Background: an optimization exercise with open tools, aiming at small area. Do not read the settings as production practice. At most, simulation tests tie the RTL to the original design; equivalence was not proved. The clock port is modelled as an ideal driver; clocking choices that lean on that would not hold on a real chip.

## custom_instr_accum_unit
module custom_instr_accum_unit #(
  parameter int unsigned       HART_COUNT     = 2,
  parameter int unsigned       ACC_COUNT      = 4,
  parameter int unsigned       DATA_W         = 32,
  parameter int unsigned       RESULT_LATENCY = 1,
  parameter logic [DATA_W-1:0] DEFAULT_RESULT = 32'hdeadbeef,
  localparam int unsigned      HID_W = (HART_COUNT > 1) ? $clog2(HART_COUNT) : 1,
  localparam int unsigned      SEL_W = (ACC_COUNT > 1) ? $clog2(ACC_COUNT) : 1
) (
  input  logic              clk,
  input  logic              rst,
  input  logic              valid_in,
  input  logic [HID_W-1:0]  hid_in,
  input  logic [4:0]        major_opcode_in,
  input  logic [2:0]        minor_opcode_in,
  input  logic [DATA_W-1:0] op1_in,
  input  logic [DATA_W-1:0] op2_in,
  input  logic [31:0]       imm_in,
  input  logic [6:0]        funct7_in,
  output logic [DATA_W-1:0] result_out,
  output logic [15:0]       illegal_count_out
);
  localparam int unsigned N = HART_COUNT * ACC_COUNT;
  logic [DATA_W-1:0] acc_q [N];
  logic [N-1:0]      acc_vld_q;
  logic [15:0]       illegal_cnt_q;
  logic              rd_vld_q;
  logic [DATA_W-1:0] rd_dat_n_q;
  logic              accept, illegal, legal;
  logic              op_load, op_add, op_read, op_sub, op_mac, op_clear, op_readclr;
  logic [HID_W+SEL_W-1:0] idx;
  ...
Size: about 1600 cells after synthesis, ~310 flip-flops, ~21000 um^2 of cells after synthesis.
==> module custom_instr_accum_unit, before the edit <==
module custom_instr_accum_unit #(
  parameter int unsigned       HART_COUNT     = 2,
  parameter int unsigned       ACC_COUNT      = 4,
  parameter int unsigned       DATA_W         = 32,
  parameter int unsigned       RESULT_LATENCY = 1,
  parameter logic [DATA_W-1:0] DEFAULT_RESULT = 32'hdeadbeef,
  localparam int unsigned      HID_W = (HART_COUNT > 1) ? $clog2(HART_COUNT) : 1,
  localparam int unsigned      SEL_W = (ACC_COUNT > 1) ? $clog2(ACC_COUNT) : 1
) (
  input  logic              clk,
  input  logic              rst,
  input  logic              valid_in,
  input  logic [HID_W-1:0]  hid_in,
  input  logic [4:0]        major_opcode_in,
  input  logic [2:0]        minor_opcode_in,
  input  logic [DATA_W-1:0] op1_in,
  input  logic [DATA_W-1:0] op2_in,
  input  logic [31:0]       imm_in,
  input  logic [6:0]        funct7_in,
  output logic [DATA_W-1:0] result_out,
  output logic [15:0]       illegal_count_out
);
  localparam int unsigned N = HART_COUNT * ACC_COUNT;
  logic [DATA_W-1:0] acc_q [N];
  logic [N-1:0]      acc_vld_q;
  logic [15:0]       illegal_cnt_q;
  logic              rd_vld_q;
  logic [DATA_W-1:0] rd_dat_n_q;
  logic              accept, illegal, legal;
  logic              op_load, op_add, op_read, op_sub, op_mac, op_clear, op_readclr;
  logic [HID_W+SEL_W-1:0] idx;
  logic [DATA_W-1:0] rd_val, acc_new;
  logic              wr_en;
  assign accept  = valid_in && (major_opcode_in == custom_instr_accum_pkg::CUSTOM_0);
  assign illegal = (minor_opcode_in == 3'd7) || (funct7_in != 7'd0);
  assign legal   = accept && !illegal;
  assign op_load    = (minor_opcode_in == 3'd0);
  assign op_add     = (minor_opcode_in == 3'd1);
  assign op_read    = (minor_opcode_in == 3'd2);
  assign op_sub     = (minor_opcode_in == 3'd3);
  assign op_mac     = (minor_opcode_in == 3'd4);
  assign op_clear   = (minor_opcode_in == 3'd5);
  assign op_readclr = (minor_opcode_in == 3'd6);
  assign idx     = {hid_in, imm_in[SEL_W-1:0]};
  logic [N-1:0] rsel;
  always_comb begin
    rd_val = '0;
    for (int k = 0; k < int'(N); k++) begin
      rsel[k] = (idx == k) && acc_vld_q[k];
      rd_val  = rd_val | ({DATA_W{rsel[k]}} & acc_q[k]);
    end
  end
  logic              dec_mac, dec_add, dec_sub, dec_load;
  logic [DATA_W/2-1:0] s1, s2, s3;
  logic [DATA_W-1:0] base_n;
  assign dec_mac  = minor_opcode_in[2];
  assign dec_add  = !minor_opcode_in[2] && !minor_opcode_in[1];
  assign dec_sub  = !minor_opcode_in[2] && minor_opcode_in[1];
  assign dec_load = !minor_opcode_in[2] && !minor_opcode_in[0];
  always_comb begin
    for (int i = 0; i < int'(DATA_W / 2); i++) begin
      s1[i] = dec_mac && !op1_in[2*i+1] && op1_in[2*i];
      s2[i] = dec_mac && op1_in[2*i+1] && !op1_in[2*i];
      s3[i] = (dec_mac && op1_in[2*i+1] && op1_in[2*i]) || dec_sub;
    end
    s1[0] = s1[0] || (dec_add && minor_opcode_in[0]);
  end
  assign base_n = ~(dec_load ? op1_in : rd_val);
  custom_instr_accum_mac u_mac (
    .base_n (base_n),
    .x      (op2_in),
    .s1     (s1),
    .s2     (s2),
    .s3     (s3),
    .res    (acc_new)
  );
  assign wr_en   = legal && (op_load || op_add || op_sub || op_mac);
  always_ff @(posedge clk) begin
    for (int i = 0; i < int'(N); i++)
      if (wr_en && (idx == i)) acc_q[i] <= acc_new;
  end
  always_ff @(posedge clk or negedge rst) begin
    if (!rst) begin
      acc_vld_q <= '0;
    end else begin
      for (int i = 0; i < int'(N); i++) begin
        if (legal && op_clear && (hid_in == i / ACC_COUNT))
          acc_vld_q[i] <= 1'b0;
        else if (legal && op_readclr && (idx == i))
          acc_vld_q[i] <= 1'b0;
        else if (wr_en && (idx == i))
          acc_vld_q[i] <= 1'b1;
      end
    end
  end
  always_ff @(posedge clk or negedge rst) begin
    if (!rst)
      illegal_cnt_q <= '0;
    else if (accept && illegal && (illegal_cnt_q != 16'hffff))
      illegal_cnt_q <= illegal_cnt_q + 16'd1;
  end
  always_ff @(posedge clk or negedge rst) begin
    if (!rst) rd_vld_q <= 1'b0;
    else      rd_vld_q <= legal && (op_read || op_readclr);
  end
  always_ff @(posedge clk) begin
    rd_dat_n_q <= ~rd_val;
  end
  assign result_out        = rd_vld_q ? ~rd_dat_n_q : DEFAULT_RESULT;
  assign illegal_count_out = illegal_cnt_q;
endmodule
==> flow/config.mk <==
export PLATFORM = sky130hd
export DESIGN_NAME = custom_instr_accum_unit
export DESIGN_NICKNAME = custom_instr_accum_unit
export VERILOG_FILES = /design/flow/design.v
export SDC_FILE = /design/flow/constraint.sdc
export NUM_CORES = 4
export LEC_CHECK = 0
export ABC_AREA = 1
export CAP_MARGIN = 10
export CELL_PAD_IN_SITES_DETAIL_PLACEMENT = 1
export CELL_PAD_IN_SITES_GLOBAL_PLACEMENT = 1
export CORE_MARGIN = 2
export CORE_UTILIZATION = 35
export GPL_TIMING_DRIVEN = 0
export PLACE_DENSITY = 0.5
export SLEW_MARGIN = 10
export SYNTH_HIERARCHICAL = 1
export SYNTH_MINIMUM_KEEP_SIZE = 0
==> flow/constraint.sdc <==
create_clock -name core_clock -period 10.0 [get_ports {clk}]
set_input_delay 2.0000 -clock core_clock [delete_from_list [all_inputs] [get_ports {clk}]]
set_output_delay 2.0000 -clock core_clock [all_outputs]
set_load 0.01 [all_outputs]
standard.sh (not shown) runs the stock make flow with config.mk's settings and CLKGATE_MAP_FILE= SYNTH_SCRIPT=/design/flow/synth_recipe.tcl, a recipe that flattens the netlist after the stock synthesis.
==> flow/flow/run.sh <==
#!/bin/bash
# Own layout flow: the standard ORFS flow with three changes.
#  1. Synthesis is synth_recipe.tcl unchanged except that ABC maps with
#     flow/abc_area.script (area-only mapping, no ABC buffering/upsizing);
#     OpenROAD's resizer does the timing repair afterwards.
#  2. Port buffers are the smallest buffer cell.
#  3. CTS uses small clock buffers and no dummy loads.
#  4. Synthesis leaves half adders to ABC (no ha cells).
#  5. Repair steps may not use the largest buffers (flow/hooks.tcl).
# Each tool's output goes to a log file of its own in this folder.
set -euo pipefail
W=$PWD
sed "s|@ABC_SCRIPT@|$W/flow/abc_area.script|; s|@FLOW_SYNTH@|$W/synth_recipe.tcl|" \
  flow/my_synth.tcl.in > my_synth.tcl
EXTRA=(
  "SYNTH_SCRIPT=$W/my_synth.tcl"
  "BUFFER_PORTS_ARGS=-buffer_cell sky130_fd_sc_hd__buf_1"
  "CTS_ARGS=-sink_clustering_enable -repair_clock_nets -dont_use_dummy_load -sink_clustering_size 8 -sink_clustering_max_diameter 50 -buf_list {sky130_fd_sc_hd__clkbuf_4}"
  "PRE_FLOORPLAN_TCL=$W/flow/hooks.tcl"
  "PRE_RESIZE_TCL=$W/flow/hooks.tcl"
  "PRE_CTS_TCL=$W/flow/hooks.tcl"
  "PRE_GLOBAL_ROUTE_TCL=$W/flow/hooks.tcl"
)
# Synthesis only: half adders stay plain gates for ABC (no ha cells), the
# platform's own don't-use list otherwise.
DU_PLATFORM="sky130_fd_sc_hd__probe_p_8 sky130_fd_sc_hd__probec_p_8 sky130_fd_sc_hd__lpflow_bleeder_1 sky130_fd_sc_hd__lpflow_clkbufkapwr_1 sky130_fd_sc_hd__lpflow_clkbufkapwr_16 sky130_fd_sc_hd__lpflow_clkbufkapwr_2 sky130_fd_sc_hd__lpflow_clkbufkapwr_4 sky130_fd_sc_hd__lpflow_clkbufkapwr_8 sky130_fd_sc_hd__lpflow_clkinvkapwr_1 sky130_fd_sc_hd__lpflow_clkinvkapwr_16 sky130_fd_sc_hd__lpflow_clkinvkapwr_2 sky130_fd_sc_hd__lpflow_clkinvkapwr_4 sky130_fd_sc_hd__lpflow_clkinvkapwr_8 sky130_fd_sc_hd__lpflow_decapkapwr_12 sky130_fd_sc_hd__lpflow_decapkapwr_3 sky130_fd_sc_hd__lpflow_decapkapwr_4 sky130_fd_sc_hd__lpflow_decapkapwr_6 sky130_fd_sc_hd__lpflow_decapkapwr_8 sky130_fd_sc_hd__lpflow_inputiso0n_1 sky130_fd_sc_hd__lpflow_inputiso0p_1 sky130_fd_sc_hd__lpflow_inputiso1n_1 sky130_fd_sc_hd__lpflow_inputiso1p_1 sky130_fd_sc_hd__lpflow_inputisolatch_1 sky130_fd_sc_hd__lpflow_isobufsrc_1 sky130_fd_sc_hd__lpflow_isobufsrc_16 sky130_fd_sc_hd__lpflow_isobufsrc_2 sky130_fd_sc_hd__lpflow_isobufsrc_4 sky130_fd_sc_hd__lpflow_isobufsrc_8 sky130_fd_sc_hd__lpflow_isobufsrckapwr_16 sky130_fd_sc_hd__lpflow_lsbuf_lh_hl_isowell_tap_1 sky130_fd_sc_hd__lpflow_lsbuf_lh_hl_isowell_tap_2 sky130_fd_sc_hd__lpflow_lsbuf_lh_hl_isowell_tap_4 sky130_fd_sc_hd__lpflow_lsbuf_lh_isowell_4 sky130_fd_sc_hd__lpflow_lsbuf_lh_isowell_tap_1 sky130_fd_sc_hd__lpflow_lsbuf_lh_isowell_tap_2 sky130_fd_sc_hd__lpflow_lsbuf_lh_isowell_tap_4"
bash standard.sh "${EXTRA[@]}" "DONT_USE_CELLS=$DU_PLATFORM sky130_fd_sc_hd__ha_1 sky130_fd_sc_hd__ha_2 sky130_fd_sc_hd__ha_4" synth > log_synth.txt 2>&1
bash standard.sh "${EXTRA[@]}" finish > log_finish.txt 2>&1
cp orfs/logs/sky130hd/custom_instr_accum_unit/base/*.log . 2>/dev/null || true
Other scripts of this flow, unchanged in this note and not shown: flow/flow/abc_area.script, flow/flow/hooks.tcl, flow/flow/my_synth.tcl.in
The first run went through all stages and came out clean.
Change:
--- a/flow/design.v
+++ b/flow/design.v
@@ -1564,7 +1564,7 @@
   logic [N-1:0]      acc_vld_q;
   logic [15:0]       illegal_cnt_q;
   logic              rd_vld_q;
-  logic [DATA_W-1:0] rd_dat_n_q;
+  logic [DATA_W-1:0] rd_dat_q;
   logic              accept, illegal, legal;
   logic              op_load, op_add, op_read, op_sub, op_mac, op_clear, op_readclr;
   logic [HID_W+SEL_W-1:0] idx;
@@ -1643,8 +1643,8 @@
     else      rd_vld_q <= legal && (op_read || op_readclr);
   end
   always_ff @(posedge clk) begin
-    rd_dat_n_q <= ~rd_val;
+    rd_dat_q <= rd_val;
   end
-  assign result_out        = rd_vld_q ? ~rd_dat_n_q : DEFAULT_RESULT;
+  assign result_out        = rd_vld_q ? rd_dat_q : DEFAULT_RESULT;
   assign illegal_count_out = illegal_cnt_q;
 endmodule
Result:
- cell count came out lower by 1.3%
- synthesized cell count decreases by 2.7%
- die area is higher by 0.37%
- first-iteration DRC count fell by 12%
- wire length grows by 1.1%
The RTL of the second run of this note was laid out without a check of its function.

static timing again, ports no longer ideal:
The results above use ideal ports. As a check the final layouts listed here were re-extracted and re-timed, cells and wires unchanged. Step 1, drivers: a clkbuf_16 drives clk and a buf_2 each remaining input, both assumed. Step 2 times the ports against the registers' clock, not the clock port: input delays grow and output delays shrink by t, the midpoint of the rising clock arrivals with the driver on. Three values: no drivers, after step 1, after step 2; two values: the first two.
run	t (ns)	slack for setup (ns)	worst setup path after step 2
the first run	0.784	0.363 / 0.369 / -0.415	input to register
the second run	0.829	0.398 / 0.431 / -0.397	input to register
Met with ideal ports but missed after step 2: setup timing in the first run and the second run. For the second run, which loses most, drivers alone change the setup slack by +0.033 ns; drivers and shift together by -0.795 ns.
